This design comes from an exercise in tuning for a short achievable clock period and few clock cycles on the open sky130 flow, not from production work. Function was checked by simulation only, so behaviour that the tests miss may differ from the original. No activity file was given, so power comes from the tool's default toggle rates.

**design.v**
```verilog
module cybercobra_mc #(
    parameter logic [31:0] RESET_PC = 32'h0000_0000,
    parameter int          SW_W     = 16
) (
    input  logic            clk_i,
    input  logic            rst_i,
    output logic            imem_req_o,
    output logic [31:0]     imem_addr_o,
    input  logic            imem_valid_i,
    input  logic [31:0]     imem_rdata_i,
    input  logic [SW_W-1:0] sw_i,
    input  logic            sw_valid_i,
    output logic            sw_ack_o,
    output logic [31:0]     out_o,
    output logic            halted_o
    ,
    output logic [31:0]     instret_o
);
    localparam logic [4:0] ALU_ADD  = 5'b00000;
    localparam logic [4:0] ALU_SLL  = 5'b00001;
    localparam logic [4:0] ALU_SLTS = 5'b00010;
    localparam logic [4:0] ALU_SLTU = 5'b00011;
    localparam logic [4:0] ALU_XOR  = 5'b00100;
    localparam logic [4:0] ALU_SRL  = 5'b00101;
    localparam logic [4:0] ALU_OR   = 5'b00110;
    localparam logic [4:0] ALU_AND  = 5'b00111;
    localparam logic [4:0] ALU_SUB  = 5'b01000;
    localparam logic [4:0] ALU_SRA  = 5'b01101;
    localparam logic [4:0] ALU_EQ   = 5'b11000;
    localparam logic [4:0] ALU_NE   = 5'b11001;
    localparam logic [4:0] ALU_LTS  = 5'b11100;
    localparam logic [4:0] ALU_GES  = 5'b11101;
    localparam logic [4:0] ALU_LTU  = 5'b11110;
    localparam logic [4:0] ALU_GEU  = 5'b11111;
    function automatic logic [31:0] add32(input logic [31:0] a, input logic [31:0] b,
                                          input logic cin);
        logic [31:0] g, p, gg, pp;
        g = a & b;
        p = a ^ b;
        gg = g;
        pp = p;
        gg[0] = g[0] | (p[0] & cin);
        for (int d = 1; d < 32; d = d * 2) begin
            for (int i = 31; i >= d; i--) begin
                gg[i] = gg[i] | (pp[i] & gg[i-d]);
                pp[i] = pp[i] & pp[i-d];
            end
        end
        add32 = p ^ {gg[30:0], cin};
    endfunction
    function automatic logic less32(input logic [31:0] a, input logic [31:0] b);
        logic [31:0] g, e;
        g = ~a & b;
        e = ~(a ^ b);
        for (int s = 1; s < 32; s = s * 2) begin
            for (int i = 0; i < 32; i = i + 2 * s) begin
                g[i] = g[i+s] | (e[i+s] & g[i]);
                e[i] = e[i+s] & e[i];
            end
        end
        less32 = g[0];
    endfunction
    logic [31:0] rf [1:31];
    logic        xv_q;                  
    logic        x_j_q;                 
    logic        x_beq_q, x_bne_q, x_blt_q, x_bge_q;   
    logic        x_pred_q;              
    logic        x_b_q;                 
    logic [5:0]  x_bix_q;               
    logic        x_sgn_q;               
    logic        x_halt_q;              
    logic        x_sw_q;                
    logic        x_wen_q;               
    logic [4:0]  x_wa_q;
    logic        x_ws_alu_q;            
    logic        x_ws_sw_q;             
    logic [31:0] x_imm_q;               
    logic        x_add_q, x_sub_q, x_sll_q, x_srl_q, x_sra_q, x_slt_q;
    logic        x_xor_q, x_or_q, x_and_q;
    logic [31:0] opa_q, opb_q;          
    logic [31:0] seq_q;                 
    logic [31:0] tgt_q;                 
    logic [31:0] fa_q;                  
    logic        halted_q;
    logic [31:0] out_q;
    logic [31:0] instret_q;
    logic        wb_en_q;               
    logic [4:0]  wb_wa_q;
    logic [31:0] wb_data_q;
    logic [31:0] sw_ext;
    assign sw_ext = 32'($signed(sw_i));
    logic eq, lt, taken, redirect;
    assign eq = ~|(opa_q ^ opb_q);
    assign lt = less32({opa_q[31] ^ x_sgn_q, opa_q[30:0]}, {opb_q[31] ^ x_sgn_q, opb_q[30:0]});
    assign taken = x_j_q | (x_beq_q & eq) | (x_bne_q & ~eq) | (x_blt_q & lt) | (x_bge_q & ~lt);
    assign redirect = xv_q & (taken ^ x_pred_q);
    logic [31:0] alu_res;
    always_comb begin
        alu_res = ({32{x_add_q}} & add32(opa_q, opb_q, 1'b0))
                | ({32{x_sub_q}} & add32(opa_q, ~opb_q, 1'b1))
                | ({32{x_sll_q}} & (opa_q << opb_q[4:0]))
                | ({32{x_srl_q}} & (opa_q >> opb_q[4:0]))
                | ({32{x_sra_q}} & $unsigned($signed(opa_q) >>> opb_q[4:0]))
                | ({32{x_slt_q}} & {31'd0, lt})
                | ({32{x_xor_q}} & (opa_q ^ opb_q))
                | ({32{x_or_q}}  & (opa_q | opb_q))
                | ({32{x_and_q}} & (opa_q & opb_q));
    end
    logic [31:0] wr_data;
    assign wr_data = x_ws_alu_q ? alu_res : (x_ws_sw_q ? sw_ext : x_imm_q);
    logic x_stall, x_done;
    assign x_stall = x_sw_q & ~sw_valid_i;
    assign x_done  = xv_q & ~x_stall;
    assign imem_addr_o = fa_q;
    assign imem_req_o  = ~halted_q;
    assign sw_ack_o    = x_sw_q & sw_valid_i;
    assign halted_o    = halted_q;
    assign out_o       = out_q;
    logic [31:0] fi;
    assign fi = imem_rdata_i;
    logic        f_j, f_b, f_w;
    logic [1:0]  f_ws;
    logic [4:0]  f_op, f_ra1, f_ra2, f_wa;
    logic [7:0]  f_offs;
    assign f_j    = fi[31];
    assign f_b    = fi[30] & ~fi[31];
    assign f_w    = ~fi[31] & ~fi[30];
    assign f_ws   = fi[29:28];
    assign f_op   = fi[27:23];
    assign f_ra1  = fi[22:18];
    assign f_ra2  = fi[17:13];
    assign f_offs = fi[12:5];
    assign f_wa   = fi[4:0];
    logic [31:0] rf_now [1:31];
    logic [31:0] rf1, rf2, rd1, rd2;
    logic        fwd1, fwd2;
    always_comb begin
        rf1 = 32'd0;
        rf2 = 32'd0;
        for (int i = 1; i < 32; i++) begin
            rf_now[i] = (wb_en_q && wb_wa_q == 5'(i)) ? wb_data_q : rf[i];
            rf1 = rf1 | ({32{f_ra1 == 5'(i)}} & rf_now[i]);
            rf2 = rf2 | ({32{f_ra2 == 5'(i)}} & rf_now[i]);
        end
    end
    assign fwd1 = x_wen_q && (x_wa_q == f_ra1);
    assign fwd2 = x_wen_q && (x_wa_q == f_ra2);
    assign rd1  = fwd1 ? wr_data : rf1;
    assign rd2  = fwd2 ? wr_data : rf2;
    logic f_sgn;
    assign f_sgn = (f_op == ALU_SLTS) || (f_op == ALU_LTS) || (f_op == ALU_GES);
    logic [1:0]  bp_ctr [64];
    logic [63:0] bp_v;
    logic [5:0]  f_bix;
    logic        bp_hit, bp_taken;
    assign f_bix    = fa_q[7:2];
    assign bp_hit   = bp_v[f_bix];
    assign bp_taken = bp_ctr[f_bix][1];
    logic f_pred;
    assign f_pred = f_j | (f_b & (bp_hit ? bp_taken : f_offs[7]));
    logic [31:0] offs_ext;
    assign offs_ext = {{22{f_offs[7]}}, f_offs, 2'b00};
    logic [31:0] fpc_seq, fpc_tgt;
    logic [31:0] fa_hi_inc, fa_hi_dec, fa_lo_sum;
    assign fpc_seq   = add32(fa_q, 32'd4, 1'b0);
    assign fa_hi_inc = add32({10'd0, fa_q[31:10]}, 32'd1, 1'b0);
    assign fa_hi_dec = add32({10'd0, fa_q[31:10]}, 32'hFFFF_FFFF, 1'b0);
    assign fa_lo_sum = add32({24'd0, fa_q[9:2]}, {24'd0, f_offs}, 1'b0);
    always_comb begin
        fpc_tgt[1:0] = fa_q[1:0];
        fpc_tgt[9:2] = fa_lo_sum[7:0];
        case ({f_offs[7], fa_lo_sum[8]})
            2'b01:   fpc_tgt[31:10] = fa_hi_inc[21:0];
            2'b10:   fpc_tgt[31:10] = fa_hi_dec[21:0];
            default: fpc_tgt[31:10] = fa_q[31:10];
        endcase
    end
    logic accept;
    assign accept = ~halted_q & ~x_stall & ~redirect & ~(xv_q & x_halt_q) & imem_valid_i;
    always_ff @(posedge clk_i) begin
        if (rst_i) begin
            xv_q     <= 1'b0;
            x_j_q    <= 1'b0;
            x_beq_q  <= 1'b0;
            x_bne_q  <= 1'b0;
            x_blt_q  <= 1'b0;
            x_bge_q  <= 1'b0;
            x_pred_q <= 1'b0;
            x_b_q    <= 1'b0;
            bp_v     <= 64'd0;
            x_halt_q <= 1'b0;
            x_sw_q   <= 1'b0;
            x_wen_q  <= 1'b0;
            fa_q     <= RESET_PC;
            halted_q <= 1'b0;
            out_q    <= 32'd0;
            instret_q <= 32'd0;
            wb_en_q   <= 1'b0;
        end else begin
            wb_en_q <= x_done & x_wen_q;
            if (x_done) begin
                out_q     <= opa_q;
                instret_q <= instret_q + 32'd1;
                if (x_halt_q) halted_q <= 1'b1;
            end
            if (!x_stall) begin
                xv_q     <= accept;
                x_j_q    <= accept & f_j;
                x_beq_q  <= accept & f_b & (f_op == ALU_EQ);
                x_bne_q  <= accept & f_b & (f_op == ALU_NE);
                x_blt_q  <= accept & f_b & ((f_op == ALU_LTS) || (f_op == ALU_LTU));
                x_bge_q  <= accept & f_b & ((f_op == ALU_GES) || (f_op == ALU_GEU));
                x_pred_q <= accept & f_pred;
                x_b_q    <= accept & f_b;
                x_halt_q <= accept & f_j & (f_offs == 8'd0);
                x_sw_q   <= accept & f_w & (f_ws == 2'b10);
                x_wen_q  <= accept & f_w & (f_wa != 5'd0);
            end
            if (xv_q && x_b_q) bp_v[x_bix_q] <= 1'b1;
            if (redirect)    fa_q <= taken ? tgt_q : seq_q;
            else if (accept) fa_q <= f_pred ? fpc_tgt : fpc_seq;
        end
    end
    always_ff @(posedge clk_i) begin
        if (!x_stall) begin
            x_wa_q     <= f_wa;
            x_ws_alu_q <= f_ws == 2'b01;
            x_ws_sw_q  <= f_ws == 2'b10;
            x_imm_q    <= (f_ws == 2'b00) ? {{9{fi[27]}}, fi[27:5]} : 32'd0;
            x_add_q    <= f_op == ALU_ADD;
            x_sub_q    <= f_op == ALU_SUB;
            x_sll_q    <= f_op == ALU_SLL;
            x_srl_q    <= f_op == ALU_SRL;
            x_sra_q    <= f_op == ALU_SRA;
            x_slt_q    <= (f_op == ALU_SLTS) || (f_op == ALU_SLTU);
            x_xor_q    <= f_op == ALU_XOR;
            x_or_q     <= f_op == ALU_OR;
            x_and_q    <= f_op == ALU_AND;
            x_sgn_q    <= f_sgn;
            x_bix_q    <= f_bix;
            opa_q      <= rd1;
            opb_q      <= rd2;
            seq_q      <= fpc_seq;
            tgt_q      <= fpc_tgt;
        end
    end
    always_ff @(posedge clk_i) begin
        if (xv_q && x_b_q) begin
            if (!bp_v[x_bix_q])                        bp_ctr[x_bix_q] <= taken ? 2'd2 : 2'd1;
            else if (taken && bp_ctr[x_bix_q] != 2'd3)  bp_ctr[x_bix_q] <= bp_ctr[x_bix_q] + 2'd1;
            else if (!taken && bp_ctr[x_bix_q] != 2'd0) bp_ctr[x_bix_q] <= bp_ctr[x_bix_q] - 2'd1;
        end
    end
    always_ff @(posedge clk_i) begin
        wb_wa_q   <= x_wa_q;
        wb_data_q <= wr_data;
    end
    always_ff @(posedge clk_i) begin
        for (int i = 1; i < 32; i++) begin
            if (wb_en_q && wb_wa_q == 5'(i)) rf[i] <= wb_data_q;
        end
    end
    assign instret_o = instret_q;
endmodule
```
**flow/run.sh**
```bash
#!/bin/bash
set -euo pipefail
bash standard.sh SETUP_SLACK_MARGIN=5.8 finish > standard_flow.log 2>&1
```
**standard.sh**
```bash
#!/bin/bash
# synth_recipe.tcl (not shown) runs the flow's synth.tcl, then flattens the netlist and writes it again
# the make line also repeats each setting of config.mk as NAME=value (left out here)
make -C /OpenROAD-flow-scripts/flow DESIGN_CONFIG=/design/flow/config.mk WORK_HOME=/design/flow/orfs CLKGATE_MAP_FILE= SYNTH_SCRIPT=/design/flow/synth_recipe.tcl "${@:-finish}"
```
**config.mk**
```make
export PLATFORM = sky130hd
export DESIGN_NAME = cybercobra_mc
export DESIGN_NICKNAME = cybercobra_mc
export VERILOG_FILES = /design/flow/design.v
export SDC_FILE = /design/flow/constraint.sdc
export NUM_CORES = 4
export LEC_CHECK = 0
export CAP_MARGIN = 20
export CORE_MARGIN = 2
export CORE_UTILIZATION = 40
export SETUP_SLACK_MARGIN = 5
export SLEW_MARGIN = 20
```
**constraint.sdc**
```tcl
create_clock -name core_clock -period 10.0 [get_ports {clk_i}]
set_input_delay 2.0000 -clock core_clock [delete_from_list [all_inputs] [get_ports {clk_i}]]
set_output_delay 2.0000 -clock core_clock [all_outputs]
set_load 0.01 [all_outputs]
```
==> flow_metrics.tcl, run 1 <==
set metrics [dict create \
    p_int_w 0.01061 \
    post-route-min-period_ns 4.431 \
    route.detailed.vias_per_inst 6.505 \
    boundaryPins 151 \
    global_route.usage.total_pct 34.82 \
    final_layout_size_suffix_gt1_share_pct 13.15 \
    maxSlewHeadroom_pct 18.76 \
    initial_antenna_violation_count 21 \
    route.final.wire_length_um 358400 \
    crit_path_max_incr_delay_ns 0.41 \
    post-synth-top-area-cell "dfxtp_1" \
    route.antenna.remaining_nets 0 \
    syn_inst 8439 \
    avgRoutedWirePerCell_um 32.32 \
    grt_max_degree 91 \
    first_global_vias 67990 \
    cap_violations 0 \
    timing.critical_path.cells "buf_8 -> ha_4 -> inv_4 -> fa_2 -> nor2b_2 -> o21ai_2 -> nand2_1 -> and2_4 -> o21ai_2 -> nand2b_1 -> a21o_1 -> nand2_1 -> nand2b_1 -> buf_4 -> ha_4 -> clkinvlp_4 -> buf_6 -> buf_8 -> o22ai_4 -> a21oi_2 -> a21oi_2 -> mux2i_1 -> a2111oi_2" \
    synth_edf_count 300 \
    critical_path.max_fanout 6 \
    seqPwrFrac_pct 45.5 \
    timing_max_transition_violations_final 0 \
    vdd_ir_drop_max_mv 0.1950 \
    sink_count_of_the_clock_tree 1514 \
    overflow 0 \
    fmax_ghz 0.2257 \
    dp_slack_ns 3.812 \
    cts_hold_buf 0 \
    fp.dieW_um 444.3 \
    route.detailed.drc 0 \
    syn-mean-instance-area_um2 9.188 \
    comb_power_share_pct 10.6 \
    most_common_cell_after_layout_fill_and_taps_aside "dfxtp_1" \
    place.detailed.hpwl_um 213000 \
    port_buffers 150 \
    switching_share_of_power_pct 27.25 \
    setup_viol 0 \
    ys_ff_latch 1514 \
    post-place-cells 10630 \
    timing_hold_violations_final 0 \
    design_power_total_w 0.01458 \
    async_flop_share_pct 0 \
    grt_first_pass_wirelength_um 499500 \
    yosys-top-cells-area "dfxtp_1, mux2i_1, edfxtp_1" \
    max_slew.worst_pin.slew_ns 1.219 \
    status "finished clean" \
    final.setup.tns_ns 0 \
    post_synth_num_cell_types 91 \
    cts-htree-levels 4 \
    synth.cell_area_um2 77540 \
    finalWorstSetupSlack_ns 5.569 \
    commonest_non_fill_non_tap_cells_in_the_layout "dfxtp_1, inv_1, mux2i_1" \
    synth-seq-area-share_pct 42.96 \
    critPathRequiredTime_ns 10.73 \
    cts.root.buffer_cell "clkbuf_16" \
    setup_repair_after_global_routing_missed_its_margin "true" \
    floorplan.die.height_um 444.3 \
    detailroute.via_count 72140 \
    timing.critical_path.to_type "register" \
    power.static_leakage_nw 43.31 \
    min_path_type "register to register" \
    crit_slowest_cell "a2111oi_2" \
    netlist.area_leader.share_pct 31.34 \
    start_util_pct 40.26 \
    final_layout_net_count 8613 \
    worst_setup_path_start_kind "input port" \
    power.density_cell_area_nw_per_um2 161.3 \
    clock_tree.buffer_depth 3 \
    stdcell_count 11090 \
    synth_warnings 3 \
    data_arrival_time_of_the_critical_path_ns 5.16 \
    core_um2 192600 \
    timing_worst_setup_path_type "input port to register" \
    final_weighted_congestion_in_routability_driven_placement 1.023 \
    synth_top_flop_cell "dfxtp_1" \
    total_switching_power_w 0.003974 \
    cts_tree "built" \
    drt-pass1-iter-count 15 \
    worst_setup_hold_path_clk_slew_ns 0.06 \
    dr.first_iter.drc_count 11950 \
    clock_insertion_delay_worst_skew_ns 0.88 \
    syn2layout_area_growth_pct 16.64 \
    finClkSkew_ns 0.1157 \
    min_period_over_period_pct 44.31 \
    die-area_um2 197400 \
    rows 161 \
    cts-buffers-inserted 162 \
    pwr-share-clk_pct 43.9 \
]
power groups by stage:
stage / combinational, W / sequential (W) / clock, W
6_report: 0.00155 / 0.00663 / 0.00640
5_1_grt: 0.00161 / 0.00664 / 0.00666
4_1_cts: 0.00140 / 0.00662 / 0.00642
3_5_place_dp: 0.00125 / 0.00676 / 0
3_3_place_gp: 0.00124 / 0.00675 / 0
2_1_floorplan: 0.000944 / 0.00657 / 0
sequential cells by signal (all words and copies together) (netlist names), 32 cells and up, named ones only:
| signal | flops |
|---|---|
| instret_q | 32 |
| bp_v | 64 |
| opa_q | 32 |
| tgt_q | 32 |
| fa_q | 32 |
| bp_ctr | 128 |
| wb_data_q | 32 |
| rf | 992 |
| out_q | 32 |
| opb_q | 32 |
area by class of cell:
| cell class | count | area, µm² |
|---|---|---|
| antenna | 18 | 45.04 |
| clock buffer | 222 | 4664 |
| clock inverter | 77 | 1032 |
| fill | 18110 | 102100 |
| inverter | 1144 | 4339 |
| multi-input combinational | 5140 | 39310 |
| sequential | 1514 | 33340 |
| tap | 2526 | 3161 |
| timing repair buffer | 450 | 4544 |
critical path: cells and delay by family:
kind | cells | cell delay [ns]
and+or+nand+nor | 6 | 0.68
AOI/OAI and AO/OA | 7 | 0.95
adders and majority gates | 3 | 0.66
muxes | 1 | 0.12
buffers and inverters | 6 | 0.73
Yosys cell counts (147+ instances only):
cell type and instances:
nand2_1 360, inv_1 1138, nor2_1 731, clkbuf_1 449, edfxtp_1 300, mux2i_1 1068
buf_1 150, o21ai_0 216, mux4_2 147, o22ai_1 935, dfxtp_1 1214, a21oi_1 281
logic make-up after synthesis:
family | synth area share (%)
compound gates | 15.53
xor+xnor | 1.084
fa+ha+maj | 2.443
buf+inv | 8.791
flops | 42.96
mux | 18.54
simple gates | 10.65
worst paths after layout:
path,from,end,slack (ns),cells past startpoint
worst min-delay path,out_q[6],out_q[6],0.45,2
worst max-delay path,imem_rdata_i[5],fa_q[24],5.57,23
worst min register to register,out_q[6],out_q[6],0.45,2
worst max register to register,opb_q[1],opa_q[5],5.76,10
per-layer routing:
layer / track usage (%) / part of all wire [%]
met1: 43.63 / 37
met2: 50.27 / 41
met3: 12.75 / 13
met4: 22.42 / 8.7
met5: 0.3663 / 0.021
timing repair:
item                                    4_1_cts  5_1_grt
gates resized for setup                     341      162
buffers inserted                            108       27
endpoints found under the setup margin      433      376
pin swaps                                    48       58
gates cloned                                  6        4
per-stage QoR:
stage	util, %	instance area, µm²	hold WS, ns
detailed placement	42.29	81440	0.4454
floorplan	-	77870	0.4077
global route	46.95	90410	0.4767
CTS	46.43	89420	0.4538
global placement	42.29	81440	0.4426
finish	46.96	90430	0.4506
Testbench counts, summed over its fixed seeds: cycles 82,645.
==> inputs of run 2 (changes only) <==
==> flow/run.sh (replaced) <==
#!/bin/bash
set -euo pipefail
bash standard.sh SETUP_SLACK_MARGIN=5.8 'BUFFER_PORTS_ARGS=-buffer_cell sky130_fd_sc_hd__buf_6' finish > standard_flow.log 2>&1
==> run 2 against run 1 <==
  * Still clean
  * Global-route usage increased by 0.13 points
  * Final area decreased by 1.6%
  * Clock skew decreased by 0.036 ns
  * Clock power decreased by 3.6%
  * Power decreased by 2.3%
  * First-iteration DRC count decreased by 0.40%
  * Setup slack got worse by 0.058 ns
  * Clock-buffer cell count increased by 10
  * Routed wire length increased by 0.64%
==> flow_metrics.tcl, run 2 <==
set metrics [dict create \
    detailroute.via_count 72120 \
    worst_setup_path_start_kind "input port" \
    pwr-share-clk_pct 43.3 \
    syn_inst 8439 \
    timing_worst_setup_path_type "input port to register" \
    netlist.area_leader.share_pct 31.34 \
    design_power_total_w 0.01424 \
    synth_compound_gate_area_share_pct 15.53 \
    avgRoutedWirePerCell_um 32.67 \
    cap_violations 0 \
    sink_count_of_the_clock_tree 1514 \
    combinational_family_with_the_most_area_after_synthesis "multiplexers" \
    most_common_cell_after_layout_fill_and_taps_aside "dfxtp_1" \
    min_period_over_period_pct 44.89 \
    met2_routed_wirelength_um 147000 \
    async_flop_share_pct 0 \
    critical_path.max_fanout 32 \
    synth_top_flop_cell "dfxtp_1" \
    grt_max_degree 99 \
    wl_met3_um 49700 \
    power.density_cell_area_nw_per_um2 160.0 \
    overflow 0 \
    min_path_type "register to register" \
    dr.first_iter.drc_count 11900 \
    comb_power_share_pct 10.1 \
    route.top_layer_used "met5" \
    port_buffers 150 \
    max_slew.worst_pin.slew_ns 1.219 \
    cts-buffers-inserted 162 \
    route.detailed.vias_per_inst 6.532 \
    die-area_um2 197400 \
    core_um2 192600 \
    finClkSkew_ns 0.08008 \
    commonest_non_fill_non_tap_cells_in_the_layout "dfxtp_1, inv_1, mux2i_1" \
    start_util_pct 40.26 \
    final_layout_size_suffix_gt1_share_pct 13.53 \
    synth_fa_ha_area_share_pct 2.443 \
    status "finished clean" \
    fmax_ghz 0.2228 \
    synth.cell_area_um2 77540 \
    layout.cell_area.non_filler_um2 88980 \
    seqPwrFrac_pct 46.5 \
    yosys.area_share.simple_pct 10.65 \
    timing.critical_path.to_type "register" \
    largest_reg_flops 992 \
    power.static_leakage_nw 42.88 \
    vdd_ir_drop_max_mv 0.1838 \
    timing_max_transition_violations_final 0 \
    fp.dieW_um 444.3 \
    boundaryPins 151 \
    rows 161 \
    registers.top_by_ff_count "rf" \
    switching_share_of_power_pct 27.03 \
    route.detailed.drc 0 \
    yosys-top-cells-area "dfxtp_1, mux2i_1, edfxtp_1" \
    final.setup.tns_ns 0 \
    post-place-cells 10630 \
    maxSlewHeadroom_pct 18.76 \
    synth_xor_xnor_area_share_pct 1.084 \
    synth_edf_count 300 \
    post-synth-top-area-cell "dfxtp_1" \
    setup_viol 0 \
    total_switching_power_w 0.003850 \
    data_arrival_time_of_the_critical_path_ns 5.01 \
    synthMuxAreaShare_pct 18.54 \
    route.antenna.remaining_nets 0 \
    floorplan.die.height_um 444.3 \
    cts-htree-levels 4 \
    initial_antenna_violation_count 14 \
    post_synth_num_cell_types 91 \
    grt_first_pass_wirelength_um 500300 \
    cts_tree "built" \
    global_route.usage.total_pct 34.95 \
    largestRegisters "rf x992, bp_ctr x128, bp_v x64" \
    route.final.wire_length_um 360700 \
    final_core_utilization_pct 46.21 \
    clock_tree.buffer_depth 3 \
    stdcell_count 11040 \
    setup_repair_after_global_routing_missed_its_margin "true" \
    post-route-min-period_ns 4.489 \
    critPathRequiredTime_ns 10.52 \
    place.detailed.hpwl_um 214700 \
    final_layout_net_count 8569 \
    drt-pass1-iter-count 13 \
    worst_setup_hold_path_clk_slew_ns 0.06 \
    syn-mean-instance-area_um2 9.188 \
    synth_warnings 3 \
    cts.root.buffer_cell "clkbuf_16" \
    clock_insertion_delay_worst_skew_ns 0.86 \
    syn2layout_area_growth_pct 14.76 \
    synth-seq-area-share_pct 42.96 \
    final_weighted_congestion_in_routability_driven_placement 0.9988 \
    first_global_vias 67810 \
    met1Wirelength_um 132900 \
    ys_ff_latch 1514 \
    list_of_most_frequent_post_synthesis_cells "dfxtp_1, inv_1, mux2i_1" \
    synthMostInstantiatedCell "dfxtp_1" \
    p_int_w 0.01039 \
    post_dp_cell_area_um2 81650 \
    timing_hold_violations_final 0 \
]
-- run 2: logic make-up after synthesis --
| logic type | Yosys count |
|---|---|
| AO/OA/AOI/OAI | 1869 |
| XOR/XNOR | 96 |
| AND/OR/NAND/NOR | 1777 |
| buffers and inverters | 1787 |
| adder cells (fa/ha/maj) | 149 |
| multiplexers | 1247 |
| flip-flops | 1514 |
-- run 2: final cells by class --
| class | instances | area, µm² |
|---|---|---|
| Tap cell | 2526 | 3161 |
| Fill cell | 18290 | 103600 |
| Sequential cell | 1514 | 33330 |
| Antenna cell | 8 | 20.02 |
| Inverter | 1144 | 4330 |
| Clock inverter | 71 | 740.7 |
| Multi-Input combinational cell | 5139 | 38740 |
| Timing Repair Buffer | 407 | 4001 |
| Clock buffer | 232 | 4664 |
-- run 2: final timing paths --
check | startpoint | end | slack, ns | depth (start not counted)
worst max-delay path | imem_rdata_i[16] | opb_q[2] | 5.51 | 8
worst min-delay path | out_q[0] | out_q[0] | 0.47 | 2
worst min register to register | out_q[0] | out_q[0] | 0.47 | 2
worst max register to register | wb_wa_q[1] | opb_q[2] | 5.65 | 8
-- run 2: power groups by stage --
stage                     Combinational (W)  Sequential [W]  Clock (W)
after floorplan                    0.000944         0.00657          0
after global placement              0.00125         0.00676          0
after detailed placement            0.00126         0.00676          0
after CTS                           0.00133         0.00662    0.00619
after global routing                0.00150         0.00664    0.00642
final                               0.00144         0.00663    0.00617
-- run 2: layer usage --
| metal | track usage [%] | vias up |
|---|---|---|
| met3 | 13.46 | 1781 |
| met4 | 22.79 | 30 |
| met1 | 43.23 | 34720 |
| li1 | - | 29830 |
| met2 | 50.42 | 5758 |
| met5 | 1.099 | - |
-- run 2: metrics by stage --
| stage | hold slack [ns] | setup slack (ns) |
|---|---|---|
| 3_5_place_dp | 0.4566 | 4.323 |
| 3_3_place_gp | 0.4382 | 4.197 |
| 5_1_grt | 0.4840 | 5.579 |
| 2_1_floorplan | 0.4077 | 5.157 |
| 4_1_cts | 0.4683 | 5.669 |
| 6_report | 0.4676 | 5.511 |
-- run 2: worst max-delay path: stages --
cell,delay (ns)
buf_6,0.11
and3b_1,0.29
nand2_2,0.12
buf_4,0.81
o22ai_1,0.14
or4_1,0.54
nor4_2,0.62
a22oi_1,0.30
-- run 2: timing repair --
| action | CTS | global route |
|---|---|---|
| buffers inserted | 75 | 22 |
| cloned | 2 | 2 |
| pin swaps | 18 | 34 |
| setup endpoints to repair | 419 | 305 |
| gates resized for setup | 102 | 128 |
| hold buffers | 0 | 0 |
==> inputs of run 3 (changes only) <==
--- a/design.v
+++ b/design.v
@@ -67,12 +67,12 @@
     logic        x_pred_q;              
     logic        x_b_q;                 
     logic [5:0]  x_bix_q;               
+    logic [5:0]  x_hist_q;              
     logic        x_sgn_q;               
     logic        x_halt_q;              
     logic        x_sw_q;                
     logic        x_wen_q;               
     logic [4:0]  x_wa_q;
-    logic        x_ws_alu_q;            
     logic        x_ws_sw_q;             
     logic [31:0] x_imm_q;               
     logic        x_add_q, x_sub_q, x_sll_q, x_srl_q, x_sra_q, x_slt_q;
@@ -107,7 +107,7 @@
                 | ({32{x_and_q}} & (opa_q & opb_q));
     end
     logic [31:0] wr_data;
-    assign wr_data = x_ws_alu_q ? alu_res : (x_ws_sw_q ? sw_ext : x_imm_q);
+    assign wr_data = alu_res | ({32{x_ws_sw_q}} & sw_ext) | x_imm_q;
     logic x_stall, x_done;
     assign x_stall = x_sw_q & ~sw_valid_i;
     assign x_done  = xv_q & ~x_stall;
@@ -149,13 +149,16 @@
     assign rd2  = fwd2 ? wr_data : rf2;
     logic f_sgn;
     assign f_sgn = (f_op == ALU_SLTS) || (f_op == ALU_LTS) || (f_op == ALU_GES);
+    logic [5:0]  bh [64];
+    logic [63:0] bh_v;
     logic [1:0]  bp_ctr [64];
     logic [63:0] bp_v;
-    logic [5:0]  f_bix;
+    logic [5:0]  f_bix, f_hist;
     logic        bp_hit, bp_taken;
     assign f_bix    = fa_q[7:2];
-    assign bp_hit   = bp_v[f_bix];
-    assign bp_taken = bp_ctr[f_bix][1];
+    assign f_hist   = bh[f_bix];
+    assign bp_hit   = bh_v[f_bix] & bp_v[f_hist];
+    assign bp_taken = bp_ctr[f_hist][1];
     logic f_pred;
     assign f_pred = f_j | (f_b & (bp_hit ? bp_taken : f_offs[7]));
     logic [31:0] offs_ext;
@@ -188,6 +191,8 @@
             x_pred_q <= 1'b0;
             x_b_q    <= 1'b0;
             bp_v     <= 64'd0;
+            bh_v     <= 64'd0;
+            for (int i = 0; i < 64; i++) bh[i] <= 6'd0;
             x_halt_q <= 1'b0;
             x_sw_q   <= 1'b0;
             x_wen_q  <= 1'b0;
@@ -216,7 +221,11 @@
                 x_sw_q   <= accept & f_w & (f_ws == 2'b10);
                 x_wen_q  <= accept & f_w & (f_wa != 5'd0);
             end
-            if (xv_q && x_b_q) bp_v[x_bix_q] <= 1'b1;
+            if (xv_q && x_b_q) begin
+                bp_v[x_hist_q] <= 1'b1;
+                bh_v[x_bix_q]  <= 1'b1;
+                bh[x_bix_q]    <= {bh[x_bix_q][4:0], taken};
+            end
             if (redirect)    fa_q <= taken ? tgt_q : seq_q;
             else if (accept) fa_q <= f_pred ? fpc_tgt : fpc_seq;
         end
@@ -224,20 +233,20 @@
     always_ff @(posedge clk_i) begin
         if (!x_stall) begin
             x_wa_q     <= f_wa;
-            x_ws_alu_q <= f_ws == 2'b01;
             x_ws_sw_q  <= f_ws == 2'b10;
             x_imm_q    <= (f_ws == 2'b00) ? {{9{fi[27]}}, fi[27:5]} : 32'd0;
-            x_add_q    <= f_op == ALU_ADD;
-            x_sub_q    <= f_op == ALU_SUB;
-            x_sll_q    <= f_op == ALU_SLL;
-            x_srl_q    <= f_op == ALU_SRL;
-            x_sra_q    <= f_op == ALU_SRA;
-            x_slt_q    <= (f_op == ALU_SLTS) || (f_op == ALU_SLTU);
-            x_xor_q    <= f_op == ALU_XOR;
-            x_or_q     <= f_op == ALU_OR;
-            x_and_q    <= f_op == ALU_AND;
+            x_add_q    <= (f_ws == 2'b01) && (f_op == ALU_ADD);
+            x_sub_q    <= (f_ws == 2'b01) && (f_op == ALU_SUB);
+            x_sll_q    <= (f_ws == 2'b01) && (f_op == ALU_SLL);
+            x_srl_q    <= (f_ws == 2'b01) && (f_op == ALU_SRL);
+            x_sra_q    <= (f_ws == 2'b01) && (f_op == ALU_SRA);
+            x_slt_q    <= (f_ws == 2'b01) && ((f_op == ALU_SLTS) || (f_op == ALU_SLTU));
+            x_xor_q    <= (f_ws == 2'b01) && (f_op == ALU_XOR);
+            x_or_q     <= (f_ws == 2'b01) && (f_op == ALU_OR);
+            x_and_q    <= (f_ws == 2'b01) && (f_op == ALU_AND);
             x_sgn_q    <= f_sgn;
             x_bix_q    <= f_bix;
+            x_hist_q   <= f_hist;
             opa_q      <= rd1;
             opb_q      <= rd2;
             seq_q      <= fpc_seq;
@@ -246,9 +255,9 @@
     end
     always_ff @(posedge clk_i) begin
         if (xv_q && x_b_q) begin
-            if (!bp_v[x_bix_q])                        bp_ctr[x_bix_q] <= taken ? 2'd2 : 2'd1;
-            else if (taken && bp_ctr[x_bix_q] != 2'd3)  bp_ctr[x_bix_q] <= bp_ctr[x_bix_q] + 2'd1;
-            else if (!taken && bp_ctr[x_bix_q] != 2'd0) bp_ctr[x_bix_q] <= bp_ctr[x_bix_q] - 2'd1;
+            if (!bp_v[x_hist_q])                         bp_ctr[x_hist_q] <= taken ? 2'd2 : 2'd1;
+            else if (taken && bp_ctr[x_hist_q] != 2'd3)  bp_ctr[x_hist_q] <= bp_ctr[x_hist_q] + 2'd1;
+            else if (!taken && bp_ctr[x_hist_q] != 2'd0) bp_ctr[x_hist_q] <= bp_ctr[x_hist_q] - 2'd1;
         end
     end
     always_ff @(posedge clk_i) begin
==> run 3 against run 2 <==
  * Critical path depth is 9 higher
  * Via count is 25% higher
  * Final area is 33% higher
  * Clock-buffer cell count is 55 higher
  * Flip-flop and latch count is 459 higher
  * Sequential share of layout area is 1.9 points higher
  * First-iteration DRC count is 23% higher
  * Power is 53% higher
  * Routed wire length is 26% higher
  * Area after synthesis is 28% higher
  * Largest cell class unchanged
==> flow_metrics.tcl, run 3 <==
set metrics [dict create \
    final_weighted_congestion_in_routability_driven_placement 0.9675 \
    synth_warnings 3 \
    synth-seq-area-share_pct 46.57 \
    synth.cell_area_um2 99620 \
    dr.first_iter.drc_count 14680 \
    timing.critical_path.to_type "register" \
    initial_antenna_violation_count 19 \
    largestRegisters "rf x992, bh x384, bp_ctr x128" \
    syn2layout_area_growth_pct 18.46 \
    route.detailed.drc 0 \
    start_util_pct 40.14 \
    synthMostInstantiatedCell "nor2_1" \
    seq_area_um2 46430 \
    synth_edf_count 689 \
    fillerInstances 23050 \
    rows 183 \
    overflow 0 \
    avgRoutedWirePerCell_um 32.43 \
    finClkSkew_ns 0.06684 \
    min_path_type "register to register" \
    grt_first_pass_wirelength_um 628700 \
    list_of_most_frequent_post_synthesis_cells "nor2_1, dfxtp_1, mux2i_1" \
    max_slew.worst_pin.slew_ns 1.226 \
    fp.dieW_um 503.1 \
    power.static_leakage_nw 53.44 \
    die-area_um2 253100 \
    final_layout_net_count 10650 \
    post_synth_num_cell_types 88 \
    post-synth-top-area-cell "dfxtp_1" \
    crit_buf_inv 4 \
    worst_setup_hold_path_clk_slew_ns 0.06 \
    path_delay_family "compound AO/OA/AOI/OAI gates" \
    power.density_cell_area_nw_per_um2 184.9 \
    timing.critical_path.cells "buf_12 -> buf_12 -> mux4_2 -> mux4_2 -> and2_4 -> o31a_1 -> nand2_4 -> mux2_2 -> a2111oi_4 -> a31oi_1 -> o22ai_2 -> o221ai_4 -> buf_12 -> buf_16 -> a21boi_2 -> o21ai_1 -> a22oi_1" \
    cts-buffers-inserted 205 \
    yosys-top-cells-area "dfxtp_1, edfxtp_1, mux2i_1" \
    drt-pass1-iter-count 13 \
    fmax_ghz 0.2155 \
    vdd_ir_drop_max_mv 0.1808 \
    critical_path.max_fanout 8 \
    post-route-min-period_ns 4.641 \
    global_route.usage.total_pct 34.34 \
    crit_slowest_cell "mux4_2" \
    port_buffers 150 \
    whs_ns 0.4555 \
    place.detailed.hpwl_um 271200 \
    largest_reg_flops 992 \
    worst_setup_path_start_kind "register" \
    area_occupied_by_multi_input_gates_um2 49340 \
    critPathRequiredTime_ns 10.77 \
    cap_violations 0 \
    maxSlewHeadroom_pct 18.00 \
    status "finished clean" \
    detailroute.via_count 89880 \
    data_arrival_time_of_the_critical_path_ns 5.42 \
    commonest_non_fill_non_tap_cells_in_the_layout "dfxtp_1, nor2_1, mux2i_1" \
    final.setup.tns_ns 0 \
    netlist.area_leader.share_pct 25.80 \
    most_common_cell_after_layout_fill_and_taps_aside "dfxtp_1" \
    clock_insertion_delay_worst_skew_ns 0.91 \
    route.antenna.remaining_nets 0 \
    setup_viol 0 \
    syn-mean-instance-area_um2 9.627 \
    timing_hold_violations_final 0 \
    critical-path-top-cell-by-count "buf_12" \
    clock_tree.buffer_depth 3 \
    synth_top_flop_cell "dfxtp_1" \
    cts-htree-levels 4 \
    floorplan.die.height_um 503.1 \
    grt_max_degree 91 \
    core_um2 248200 \
    syn_inst 10350 \
    boundaryPins 151 \
    registers.top_by_ff_count "rf" \
    cts_tree "built" \
    sink_count_of_the_clock_tree 1973 \
    route.final.wire_length_um 453100 \
    route.detailed.vias_per_inst 6.434 \
    setup_repair_after_global_routing_missed_its_margin "true" \
    min_period_over_period_pct 46.41 \
    timing_max_transition_violations_final 0 \
    first_global_vias 84870 \
    timing_worst_setup_path_type "register to register" \
    async_flop_share_pct 0 \
    ys_ff_latch 1973 \
    crit_path_max_incr_delay_ns 0.53 \
    cts.root.buffer_cell "clkbuf_16" \
    final_layout_size_suffix_gt1_share_pct 17.61 \
]
run 3: changes by cell type after synthesis, moves of 39 or more:
cell,change
a21o_1,+41
a21oi_1,+102
clkbuf_1,+111
dfxtp_1,+70
edfxtp_1,+389
mux2i_1,+96
mux4_2,+130
nand2_1,+231
nor2_1,+556
nor3_1,-53
o21ai_0,+39
o22ai_1,+47
run 3: cell families (layout without fill, tap and decap cells):
logic type / count (synthesis) / count (layout) / synth area share [%]
AO/OA/AOI/OAI: 2187 / 2199 / 13.89
XOR/XNOR: 95 / 95 / 0.8352
adder cells (fa/ha/maj): 153 / 153 / 1.952
buffers and inverters: 1944 / 2203 / 7.443
flip-flops: 1973 / 1973 / 46.57
multiplexers: 1473 / 1473 / 18.32
other: 0 / 13 / 0
AND/OR/NAND/NOR: 2523 / 2531 / 10.99
run 3: worst paths after layout:
check	from	endpoint	slack (ns)	cells after the start
worst max register to register	register	register	5.36	17
worst max-delay path	register	register	5.36	17
worst min-delay path	x_beq_q	x_beq_q	0.46	2
worst min register to register	x_beq_q	x_beq_q	0.46	2
run 3: tightest hold or removal path: stages (launching register included):
cell and delay, ns:
dfxtp_1 0.31, nand2_1 0.05, a21oi_1 0.05
run 3: where the power goes:
part / switching (W) / total [W] / internal [W]
logic: 0.00312 / 0.00503 / 0.00191
clock network: 0.00351 / 0.00781 / 0.00429
registers: 0.000387 / 0.00899 / 0.00860
run 3: cell type report:
type | count | area share, %
multi-input cells | 6451 | 41.81
repair inverters | 2 | 0.01590
clock inverters | 98 | 0.7994
repair buffers | 655 | 5.749
clock buffers | 287 | 4.950
well taps | 3330 | 3.530
flip-flops and latches | 1973 | 39.35
inverters | 1161 | 3.771
diodes | 13 | 0.02756
run 3: repair_timing:
item                                    CTS  global route
gates cloned                             31             5
buffers inserted                        164           115
hold buffers                              0             0
endpoints found under the setup margin  815           446
pin swaps                               136           107
resized for setup                       464           315
run 3: per-layer routing:
metal,vias up,track usage [%],part of all wire [%]
li1,37230,-,-
met2,7057,49.18,41
met1,43630,44.33,37
met3,1950,11.46,13
met5,-,0.3236,0.031
met4,20,21.65,7.9
run 3: stage by stage:
stage | power [W] | util (%) | instance area, µm² | setup WS (ns) | std cells
after floorplan | 0.01162 | - | 99870 | 5.355 | 10350
after global placement | 0.01290 | 42.20 | 104700 | 2.720 | 13250
after detailed placement | 0.01294 | 42.20 | 104700 | 2.494 | 13250
after CTS | 0.02131 | 46.55 | 115500 | 5.389 | 13830
after global routing | 0.02237 | 47.54 | 118000 | 5.252 | 13960
final | 0.02182 | 47.55 | 118000 | 5.359 | 13970
Testbench counts of run 3, summed over its fixed seeds: cycles 81,908.
==> inputs of run 4 (changes only) <==
--- a/config.mk
+++ b/config.mk
@@ -7,6 +7,6 @@
 export LEC_CHECK = 0
 export CAP_MARGIN = 20
 export CORE_MARGIN = 2
-export CORE_UTILIZATION = 40
+export CORE_UTILIZATION = 55
 export SETUP_SLACK_MARGIN = 5
 export SLEW_MARGIN = 20
==> run 4 against run 3 <==
  * Synthesized cell count stayed put
  * Power grew 1.1%
  * Critical path type unchanged
  * Die area fell by 27%
  * Via count is 0.31% lower
  * Non-clock buffer count shrank 66
  * Critical path depth is the same
  * Combinational power about the same
  * Largest cell class unchanged
  * Routed wire length decreased by 2.8%
  * Maximum frequency decreased by 3.7%
  * Clock-buffer cell count fell by 10
  * Register-to-register slack got worse by 0.18 ns
  * Flip-flop and latch count unchanged
==> flow_metrics.tcl, run 4 <==
set metrics [dict create \
    cts_tree "built" \
    final_layout_net_count 10580 \
    route.antenna.remaining_nets 0 \
    fp.dieW_um 429.6 \
    vdd_ir_drop_max_mv 0.1951 \
    route.final.wire_length_um 440500 \
    list_of_most_frequent_post_synthesis_cells "nor2_1, dfxtp_1, mux2i_1" \
    cts.root.buffer_cell "clkbuf_16" \
    switching_share_of_power_pct 31.97 \
    cts-htree-levels 4 \
    clock_tree.buffer_depth 3 \
    path_delay_family "compound AO/OA/AOI/OAI gates" \
    overflow 0 \
    critical-path-top-cell-by-count "mux4_2" \
    layout.cell_area.non_filler_um2 116200 \
    min-delay-start "x_wa_q[0]" \
    sink_count_of_the_clock_tree 1973 \
    timing_hold_violations_final 0 \
    yosys-top-cells-area "dfxtp_1, edfxtp_1, mux2i_1" \
    fillerInstances 14900 \
    post-place-cells 12290 \
    floorplan.die.height_um 429.6 \
    finClkSkew_ns 0.08724 \
    post-synth-top-area-cell "dfxtp_1" \
    power.static_leakage_nw 53.27 \
    pwr-share-clk_pct 36.5 \
    crit_buf_inv 4 \
    synth_warnings 3 \
    registers.top_by_ff_count "rf" \
    maxSlewHeadroom_pct 18.76 \
    post-route-min-period_ns 4.820 \
    min_period_over_period_pct 48.20 \
    global_route.usage.total_pct 45.93 \
    post_dp_cell_area_um2 103500 \
    timing_max_transition_violations_final 0 \
    grt_first_pass_wirelength_um 612200 \
    setup_repair_after_global_routing_missed_its_margin "true" \
    drt-pass1-iter-count 10 \
    setup_viol 0 \
    port_buffers 150 \
    largestRegisters "rf x992, bh x384, bp_ctr x128" \
    initial_antenna_violation_count 26 \
    detailroute.via_count 89600 \
    use_met2_pct 65.98 \
    grt_max_degree 146 \
    final_weighted_congestion_in_routability_driven_placement 0.9977 \
    power.density_cell_area_nw_per_um2 189.8 \
    synth_edf_count 689 \
    cts_hold_buf 0 \
    reg2regPathDepth 17 \
    avgRoutedWirePerCell_um 34.02 \
    largest_reg_flops 992 \
    critical_path.max_fanout 13 \
    grt.met3_usage_pct 13.34 \
    dr.first_iter.drc_count 15040 \
    timing.critical_path.to_type "register" \
    timing_worst_setup_path_type "register to register" \
    route.detailed.drc 0 \
    first_global_vias 83590 \
    fmax_ghz 0.2075 \
    worst_setup_hold_path_clk_slew_ns 0.06 \
    max_slew.worst_pin.slew_ns 1.206 \
    holdPathEnd "wb_wa_q[0]" \
    cap_violations 0 \
    seqPwrFrac_pct 40.7 \
    data_arrival_time_of_the_critical_path_ns 5.58 \
    synth.cell_area_um2 99620 \
    final_core_utilization_pct 64.42 \
    cts-buffers-inserted 205 \
    route.detailed.vias_per_inst 6.920 \
    most_common_cell_after_layout_fill_and_taps_aside "dfxtp_1" \
    clock_insertion_delay_worst_skew_ns 0.93 \
    post_synth_num_cell_types 88 \
    netlist.area_leader.share_pct 25.80 \
    commonest_non_fill_non_tap_cells_in_the_layout "dfxtp_1, nor2_1, mux2i_1" \
    synthMostInstantiatedCell "nor2_1" \
    grt_util_met1_pct 57.98 \
    comb_power_share_pct 22.8 \
    crit_path_max_incr_delay_ns 0.54 \
    syn-mean-instance-area_um2 9.627 \
    p_int_w 0.01500 \
    reg2reg_to "fa_q[4]" \
    rrSetupSlack_ns 5.18 \
    place.detailed.hpwl_um 264200 \
    critPathRequiredTime_ns 10.76 \
    min_path_type "register to register" \
    synth-seq-area-share_pct 46.57 \
    timing.critical_path.cells "buf_12 -> buf_16 -> mux4_2 -> mux4_2 -> and2_0 -> o31a_1 -> nand2_4 -> inv_8 -> mux4_2 -> o22ai_1 -> or3_4 -> o22ai_4 -> o31a_4 -> buf_12 -> and3_1 -> o21ai_1 -> a22oi_2" \
    async_flop_share_pct 0 \
    core_um2 180400 \
    start_util_pct 55.24 \
    boundaryPins 151 \
    crit_slowest_cell "mux4_2" \
    grt-busiest-layer "met2" \
    synth_top_flop_cell "dfxtp_1" \
    stdcell_count 12950 \
    die-area_um2 184600 \
    final_layout_size_suffix_gt1_share_pct 16.43 \
    syn_inst 10350 \
    ys_ff_latch 1973 \
    final.setup.tns_ns 0 \
    syn2layout_area_growth_pct 16.62 \
    total_switching_power_w 0.007051 \
    status "finished clean" \
    rows 156 \
    worst_setup_path_start_kind "register" \
    hold_depth 0 \
]
run 4: changes by cell type in the layout (fill, tap and decap cells not counted), moves of 8 or more:
| cell | previous run | this run |
|---|---|---|
| o21ai_1 | 22 | 32 |
| buf_8 | 19 | 10 |
| inv_1 | 1124 | 1133 |
| diode_2 | 13 | 21 |
| buf_6 | 226 | 218 |
| a21boi_2 | 17 | 7 |
| o21ai_2 | 22 | 14 |
| nand2_2 | 41 | 27 |
| buf_4 | 348 | 303 |
| bufinv_16 | 7 | 17 |
| nand2_4 | 34 | 45 |
| and3_4 | 19 | 1 |
| a21boi_1 | 3 | 16 |
| and3_1 | 53 | 69 |
run 4: cell families (layout without fill, tap and decap cells):
kind of cell             after synthesis  count (layout)  share of synthesized area [%]
AO/OA/AOI/OAI                       2187            2196                          13.89
buffers and inverters               1944            2136                          7.443
XOR/XNOR                              95              95                         0.8352
adder cells (fa/ha/maj)              153             153                          1.952
other                                  0              21                              0
multiplexers                        1473            1473                          18.32
AND/OR/NAND/NOR                     2523            2531                          10.99
flip-flops                          1973            1973                          46.57
run 4: power by group through the flow:
| stage | sequential, W | clock, W | combinational [W] |
|---|---|---|---|
| 6_report | 0.00898 | 0.00804 | 0.00503 |
| 5_1_grt | 0.00900 | 0.00833 | 0.00517 |
| 3_5_place_dp | 0.00918 | 0 | 0.00377 |
| 4_1_cts | 0.00896 | 0.00803 | 0.00467 |
| 2_1_floorplan | 0.00887 | 0 | 0.00275 |
| 3_3_place_gp | 0.00917 | 0 | 0.00372 |
run 4: worst max-delay path by stage:
stage,to,slack (ns),depth (start not counted)
2_1_floorplan,fa_q[22],5.35,21
3_3_place_gp,register,2.66,18
3_5_place_dp,register,2.53,18
4_1_cts,fa_q[4],5.38,18
5_1_grt,fa_q[22],5.20,18
6_report,fa_q[4],5.18,17
run 4: layout make-up:
cell class / count / area [µm²] / share of cell area (%)
Multi-Input combinational cell: 6448 / 49060 / 42.23
Timing Repair Buffer: 589 / 6200 / 5.336
Antenna cell: 21 / 52.55 / 0.04523
Tap cell: 2370 / 2965 / 2.552
Inverter: 1161 / 4422 / 3.806
Clock inverter: 109 / 1269 / 1.092
Clock buffer: 277 / 5779 / 4.974
Sequential cell: 1973 / 46430 / 39.96
run 4: worst reg2reg max path, stage by stage, from the launching register on:
cell     delay [ns]
dfxtp_4        0.37
buf_12         0.17
buf_16         0.18
mux4_2         0.55
mux4_2         0.48
and2_0         0.16
o31a_1         0.43
nand2_4        0.24
inv_8          0.11
mux4_2         0.24
o22ai_1        0.07
or3_4          0.36
o22ai_4        0.30
o31a_4         0.25
buf_12         0.17
and3_1         0.17
o21ai_1        0.09
a22oi_2        0.35
run 4: repair_timing:
item	in CTS	in global routing
setup buffers	139	83
hold endpoints to repair	0	0
gates cloned	29	2
resized for setup	387	281
pin swaps	108	89
endpoints found under the setup margin	1011	592
run 4: per-stage QoR:
| step | worst slack [ns] | hold slack [ns] | total power [W] |
|---|---|---|---|
| floorplan | 5.355 | 0.4075 | 0.01162 |
| detailed placement | 2.535 | 0.4455 | 0.01295 |
| finish | 5.180 | 0.4395 | 0.02205 |
| CTS | 5.384 | 0.4524 | 0.02166 |
| global placement | 2.659 | 0.4389 | 0.01289 |
| global route | 5.202 | 0.4572 | 0.02251 |
run 4: layer usage:
metal	up-vias	share of wire [%]
met3	2182	13
met5	-	0.057
met2	7348	41
met1	42970	36
li1	37070	-
met4	26	9.8
==> inputs of run 5 (changes only) <==
--- a/design.v
+++ b/design.v
@@ -60,6 +60,29 @@
         end
         less32 = g[0];
     endfunction
+    function automatic logic [8:0] csum8(input logic [7:0] a, input logic [7:0] b);
+        logic [7:0] s0, s1, c0, c1;
+        logic       n0, n1;
+        s0 = a ^ b;
+        s1 = ~(a ^ b);
+        c0 = a & b;
+        c1 = a | b;
+        for (int w = 1; w < 8; w = w * 2) begin
+            for (int i = 0; i < 8; i = i + 2 * w) begin
+                for (int j = i + w; j < i + 2 * w; j++) begin
+                    n0 = c0[i] ? s1[j] : s0[j];
+                    n1 = c1[i] ? s1[j] : s0[j];
+                    s0[j] = n0;
+                    s1[j] = n1;
+                end
+                n0 = c0[i] ? c1[i+w] : c0[i+w];
+                n1 = c1[i] ? c1[i+w] : c0[i+w];
+                c0[i] = n0;
+                c1[i] = n1;
+            end
+        end
+        csum8 = {c0[0], s0};
+    endfunction
     logic [31:0] rf [1:31];
     logic        xv_q;                  
     logic        x_j_q;                 
@@ -78,9 +101,12 @@
     logic        x_add_q, x_sub_q, x_sll_q, x_srl_q, x_sra_q, x_slt_q;
     logic        x_xor_q, x_or_q, x_and_q;
     logic [31:0] opa_q, opb_q;          
-    logic [31:0] seq_q;                 
-    logic [31:0] tgt_q;                 
-    logic [31:0] fa_q;                  
+    logic [21:0] fhi_q, fhp_q, fhm_q;
+    logic [1:0]  fsel_q;
+    logic [7:0]  flo_q;
+    logic [21:0] x_hb_q, x_hbp_q, x_hbm_q;
+    logic [1:0]  x_ssel_q, x_tsel_q;
+    logic [7:0]  x_slo_q, x_tlo_q;
     logic        halted_q;
     logic [31:0] out_q;
     logic [31:0] instret_q;
@@ -111,7 +137,15 @@
     logic x_stall, x_done;
     assign x_stall = x_sw_q & ~sw_valid_i;
     assign x_done  = xv_q & ~x_stall;
-    assign imem_addr_o = fa_q;
+    logic [21:0] na_hi;                 
+    always_comb begin
+        case (fsel_q)
+            2'b01:   na_hi = fhp_q;
+            2'b10:   na_hi = fhm_q;
+            default: na_hi = fhi_q;
+        endcase
+    end
+    assign imem_addr_o = {na_hi, flo_q, RESET_PC[1:0]};
     assign imem_req_o  = ~halted_q;
     assign sw_ack_o    = x_sw_q & sw_valid_i;
     assign halted_o    = halted_q;
@@ -155,29 +189,21 @@
     logic [63:0] bp_v;
     logic [5:0]  f_bix, f_hist;
     logic        bp_hit, bp_taken;
-    assign f_bix    = fa_q[7:2];
+    assign f_bix    = flo_q[5:0];
     assign f_hist   = bh[f_bix];
     assign bp_hit   = bh_v[f_bix] & bp_v[f_hist];
     assign bp_taken = bp_ctr[f_hist][1];
     logic f_pred;
     assign f_pred = f_j | (f_b & (bp_hit ? bp_taken : f_offs[7]));
-    logic [31:0] offs_ext;
-    assign offs_ext = {{22{f_offs[7]}}, f_offs, 2'b00};
-    logic [31:0] fpc_seq, fpc_tgt;
-    logic [31:0] fa_hi_inc, fa_hi_dec, fa_lo_sum;
-    assign fpc_seq   = add32(fa_q, 32'd4, 1'b0);
-    assign fa_hi_inc = add32({10'd0, fa_q[31:10]}, 32'd1, 1'b0);
-    assign fa_hi_dec = add32({10'd0, fa_q[31:10]}, 32'hFFFF_FFFF, 1'b0);
-    assign fa_lo_sum = add32({24'd0, fa_q[9:2]}, {24'd0, f_offs}, 1'b0);
-    always_comb begin
-        fpc_tgt[1:0] = fa_q[1:0];
-        fpc_tgt[9:2] = fa_lo_sum[7:0];
-        case ({f_offs[7], fa_lo_sum[8]})
-            2'b01:   fpc_tgt[31:10] = fa_hi_inc[21:0];
-            2'b10:   fpc_tgt[31:10] = fa_hi_dec[21:0];
-            default: fpc_tgt[31:10] = fa_q[31:10];
-        endcase
-    end
+    logic [21:0] na_hp, na_hm;
+    logic [8:0]  seq_lo, tgt_lo;
+    logic [1:0]  seq_sel, tgt_sel;
+    assign na_hp   = na_hi + 22'd1;
+    assign na_hm   = na_hi - 22'd1;
+    assign seq_lo  = {1'b0, flo_q} + 9'd1;
+    assign seq_sel = {1'b0, seq_lo[8]};
+    assign tgt_lo  = csum8(flo_q, f_offs);
+    assign tgt_sel = (f_offs[7] == tgt_lo[8]) ? 2'b00 : (tgt_lo[8] ? 2'b01 : 2'b10);
     logic accept;
     assign accept = ~halted_q & ~x_stall & ~redirect & ~(xv_q & x_halt_q) & imem_valid_i;
     always_ff @(posedge clk_i) begin
@@ -196,7 +222,9 @@
             x_halt_q <= 1'b0;
             x_sw_q   <= 1'b0;
             x_wen_q  <= 1'b0;
-            fa_q     <= RESET_PC;
+            fhi_q    <= RESET_PC[31:10];
+            fsel_q   <= 2'b00;
+            flo_q    <= RESET_PC[9:2];
             halted_q <= 1'b0;
             out_q    <= 32'd0;
             instret_q <= 32'd0;
@@ -226,8 +254,15 @@
                 bh_v[x_bix_q]  <= 1'b1;
                 bh[x_bix_q]    <= {bh[x_bix_q][4:0], taken};
             end
-            if (redirect)    fa_q <= taken ? tgt_q : seq_q;
-            else if (accept) fa_q <= f_pred ? fpc_tgt : fpc_seq;
+            if (redirect) begin
+                fhi_q  <= x_hb_q;
+                fsel_q <= taken ? x_tsel_q : x_ssel_q;
+                flo_q  <= taken ? x_tlo_q : x_slo_q;
+            end else if (accept) begin
+                fhi_q  <= na_hi;
+                fsel_q <= f_pred ? tgt_sel : seq_sel;
+                flo_q  <= f_pred ? tgt_lo[7:0] : seq_lo[7:0];
+            end
         end
     end
     always_ff @(posedge clk_i) begin
@@ -249,8 +284,25 @@
             x_hist_q   <= f_hist;
             opa_q      <= rd1;
             opb_q      <= rd2;
-            seq_q      <= fpc_seq;
-            tgt_q      <= fpc_tgt;
+            x_hb_q     <= na_hi;
+            x_hbp_q    <= na_hp;
+            x_hbm_q    <= na_hm;
+            x_ssel_q   <= seq_sel;
+            x_slo_q    <= seq_lo[7:0];
+            x_tsel_q   <= tgt_sel;
+            x_tlo_q    <= tgt_lo[7:0];
+        end
+    end
+    always_ff @(posedge clk_i) begin
+        if (rst_i) begin
+            fhp_q <= RESET_PC[31:10] + 22'd1;
+            fhm_q <= RESET_PC[31:10] - 22'd1;
+        end else if (redirect) begin
+            fhp_q <= x_hbp_q;
+            fhm_q <= x_hbm_q;
+        end else if (accept) begin
+            fhp_q <= na_hp;
+            fhm_q <= na_hm;
         end
     end
     always_ff @(posedge clk_i) begin
--- a/config.mk
+++ b/config.mk
@@ -7,6 +7,6 @@
 export LEC_CHECK = 0
 export CAP_MARGIN = 20
 export CORE_MARGIN = 2
-export CORE_UTILIZATION = 55
+export CORE_UTILIZATION = 40
 export SETUP_SLACK_MARGIN = 5
 export SLEW_MARGIN = 20
==> run 5 against run 4 <==
  * Now fails the layout checks on max-slew violations
  * Final area is 5.4% higher
  * Critical path depth decreased by 8
  * Die area up 40%
  * Clock skew down 0.0023 ns
  * Largest power group unchanged
  * Hold slack gained 0.015 ns
  * Setup slack gained 0.18 ns
  * Cell count up 10%
==> flow_metrics.tcl, run 5 <==
set metrics [dict create \
    status "complete, but fails checks" \
    checkFailReasons "max-slew violations" \
    setup_viol 0 \
    seq_area_um2 47950 \
    hold_depth 2 \
    synthMostInstantiatedCell "nor2_1" \
    cts_tree "built" \
    port_buffers 148 \
    timing.critical_path.to_type "primary output" \
    ys_ff_latch 2038 \
    yosys-top-cells-area "dfxtp_1, edfxtp_1, mux2i_1" \
    cts.root.buffer_cell "clkbuf_16" \
    min_period_over_period_pct 46.43 \
    clock_insertion_delay_worst_skew_ns 0.91 \
    timing_hold_violations_final 0 \
    final.setup.tns_ns 0 \
    netlist.area_leader.share_pct 26.08 \
    post-route-min-period_ns 4.643 \
    final_layout_size_suffix_gt1_share_pct 18.01 \
    cap_violations 0 \
    maxSlewHeadroom_pct -18.49 \
    registers.top_by_ff_count "rf" \
    grt_max_degree 199 \
    route.antenna.remaining_nets 0 \
    post_dp_cell_area_um2 107100 \
    power.density_cell_area_nw_per_um2 188.5 \
    syn-mean-instance-area_um2 9.664 \
    synth_top_flop_cell "dfxtp_1" \
    post_synth_num_cell_types 104 \
    holdPathEnd "x_bne_q" \
    timing_worst_setup_path_type "register to primary output" \
    overflow 0 \
    async_flop_share_pct 0 \
    die-area_um2 258700 \
    min_path_type "register to register" \
    dr.first_iter.drc_count 14530 \
    rows 185 \
    vdd_ir_drop_max_mv 0.1952 \
    most_common_cell_after_layout_fill_and_taps_aside "dfxtp_1" \
    fillerInstances 23300 \
    fmax_ghz 0.2154 \
    clock_tree.buffer_depth 3 \
    boundaryPins 151 \
    detailroute.via_count 91430 \
    core_um2 253700 \
    min-delay-start "x_bne_q" \
    final_layout_net_count 10910 \
    start_util_pct 40.16 \
    cts-htree-levels 4 \
    drt-pass1-iter-count 10 \
    largest_reg_flops 992 \
    syn_inst 10540 \
    grt_first_pass_wirelength_um 637500 \
    sink_count_of_the_clock_tree 2038 \
    synth_warnings 3 \
    initial_antenna_violation_count 20 \
    final_weighted_congestion_in_routability_driven_placement 0.9834 \
    area_occupied_by_multi_input_gates_um2 50180 \
    reg2regPathDepth 20 \
    data_arrival_time_of_the_critical_path_ns 2.64 \
    power.static_leakage_nw 55.26 \
    route.final.wire_length_um 463000 \
    synth_edf_count 711 \
    route.detailed.drc 0 \
    worst_setup_hold_path_clk_slew_ns 0.06 \
    whs_ns 0.4546 \
    fp.dieW_um 508.7 \
    place.detailed.hpwl_um 279100 \
    worst_setup_path_start_kind "register" \
    route.detailed.vias_per_inst 6.405 \
    critical_path.max_fanout 4 \
    layout.cell_area.non_filler_um2 122400 \
    rrSetupSlack_ns 5.44 \
    avgRoutedWirePerCell_um 32.44 \
    synth-seq-area-share_pct 47.03 \
    floorplan.die.height_um 508.7 \
    setup_repair_after_global_routing_missed_its_margin "true" \
    global_route.usage.total_pct 34.01 \
    synth.cell_area_um2 101900 \
    finClkSkew_ns 0.08499 \
    list_of_most_frequent_post_synthesis_cells "nor2_1, dfxtp_1, inv_1" \
    syn2layout_area_growth_pct 20.17 \
    post-synth-top-area-cell "dfxtp_1" \
    max_slew.worst_pin.slew_ns 1.777 \
    critPathRequiredTime_ns 8.00 \
    cts-buffers-inserted 212 \
    commonest_non_fill_non_tap_cells_in_the_layout "dfxtp_1, nor2_1, inv_1" \
    first_global_vias 86030 \
    timing_max_transition_violations_final 93 \
    largestRegisters "rf x992, bh x384, bp_ctr x128" \
]
[run 5: cell types whose count changed after synthesis, sizes merged, moves of 40 or more]
cell	previous run	this run
nor2b	24	95
nor2	1289	1345
dfxtp	1284	1327
inv	1155	1198
a21o	60	20
and3	72	32
[run 5: kinds of logic (layout without fill, tap and decap cells)]
group	after synthesis	count (layout)	share of synthesized area, %
compound gates	2133	2136	13.34
xor+xnor	117	117	1.006
fa+ha+maj	159	159	1.975
buf+inv	1982	2324	7.595
flops	2038	2038	47.03
mux	1438	1439	17.48
other cells	1	19	0.003681
simple gates	2674	2676	11.56
[run 5: power breakdown]
part	total (W)	switching, W	internal [W]
sequential	0.00933	0.000370	0.00896
combinational	0.00512	0.00316	0.00196
clock	0.00863	0.00369	0.00493
total	0.0231	0.00722	0.0159
[run 5: per-stage QoR]
| stage | util (%) | instances | setup slack (ns) | power [W] |
|---|---|---|---|---|
| floorplan | - | 10540 | 5.599 | 0.01193 |
| finish | 48.26 | 14270 | 5.357 | 0.02307 |
| global placement | 42.21 | 13490 | 2.959 | 0.01319 |
| detailed placement | 42.22 | 13490 | 2.929 | 0.01325 |
| global route | 48.25 | 14270 | 5.292 | 0.02360 |
| CTS | 47.22 | 14160 | 5.426 | 0.02252 |
[run 5: final cells by class]
class	instances	share of cell area (%)
diodes	17	0.03475
clock buffers	302	5.063
clock inverters	100	1.173
inverters	1202	3.745
multi-input cells	6529	40.99
flip-flops and latches	2038	39.17
well taps	3366	3.440
repair buffers	714	6.337
repair inverters	6	0.05212
[run 5: repair_timing]
action | in CTS | in global routing
gates cloned | 37 | 13
gates resized for setup | 579 | 355
buffers inserted | 228 | 82
endpoints found under the setup margin | 750 | 542
hold buffers | 0 | 0
pin swaps | 128 | 168
[run 5: worst max path at each step]
stage                    start         endpoint  slack, ns  depth (start not counted)
2_1_floorplan  imem_rdata_i[5]        fsel_q[1]       5.60                         13
3_3_place_gp          register        fsel_q[0]       2.96                         15
3_5_place_dp          register         register       2.93                         15
4_1_cts              fsel_q[0]  imem_addr_o[24]       5.43                          9
5_1_grt              fsel_q[0]  imem_addr_o[24]       5.29                         10
6_report             fsel_q[1]  imem_addr_o[24]       5.36                          9
[run 5: critical path, cell delays in order (launching register included)]
cell and delay [ns]:
dfxtp_4 0.37, ha_4 0.30, buf_12 0.14, clkinvlp_4 0.11, buf_12 0.15, buf_16 0.14
o21ai_4 0.20, inv_2 0.08, buf_6 0.12, buf_6 0.11
[run 5: layer usage]
metal  wire length (µm)  global-route usage [%]  vias to the layer above  part of all wire, %
met3              58320                   9.528                     1978                   13
met2             193300                   49.71                     7291                   42
met4              38710                   21.92                        6                  8.4
li1                   -                       -                    37920                    -
met5                 36                       0                        -               0.0078
met1             172600                   44.03                    44230                   37
Testbench counts of run 5, summed over its fixed seeds: cycles 81,908.

-- separate check: timing with driven ports --
Ports are ideal in the flow. The routed layouts listed here were re-timed in OpenROAD.
Step 1 assumes that a clkbuf_16 drives the clock port and a buf_2 every other input.
Step 2 moves the port delays by t, midway between the first and last clock arrival at a register: inputs arrive t later, outputs are due t later. That takes back most of the time a late clock gives input paths.
Three values: no drivers, after step 1, after step 2; two values: the first two.
run	shift t [ns]	setup slack, ns	hold slack, ns
run 1	0.916	5.569 / 5.612 / 4.696	0.451 / 0.451 / 0.451
run 2	0.914	5.511 / 5.487 / 4.573	0.468 / 0.468 / 0.468
run 3	0.963	5.359 / 5.287 / 4.324	0.456 / 0.456 / 0.456
run 4	0.976	5.180 / 5.180 / 4.383	0.440 / 0.440 / 0.440
run 5	0.970	5.357 / 5.257 / 4.589	0.455 / 0.455 / 0.455
For run 3, which loses most, drivers alone change the setup slack by -0.072 ns; drivers and shift together by -1.035 ns.
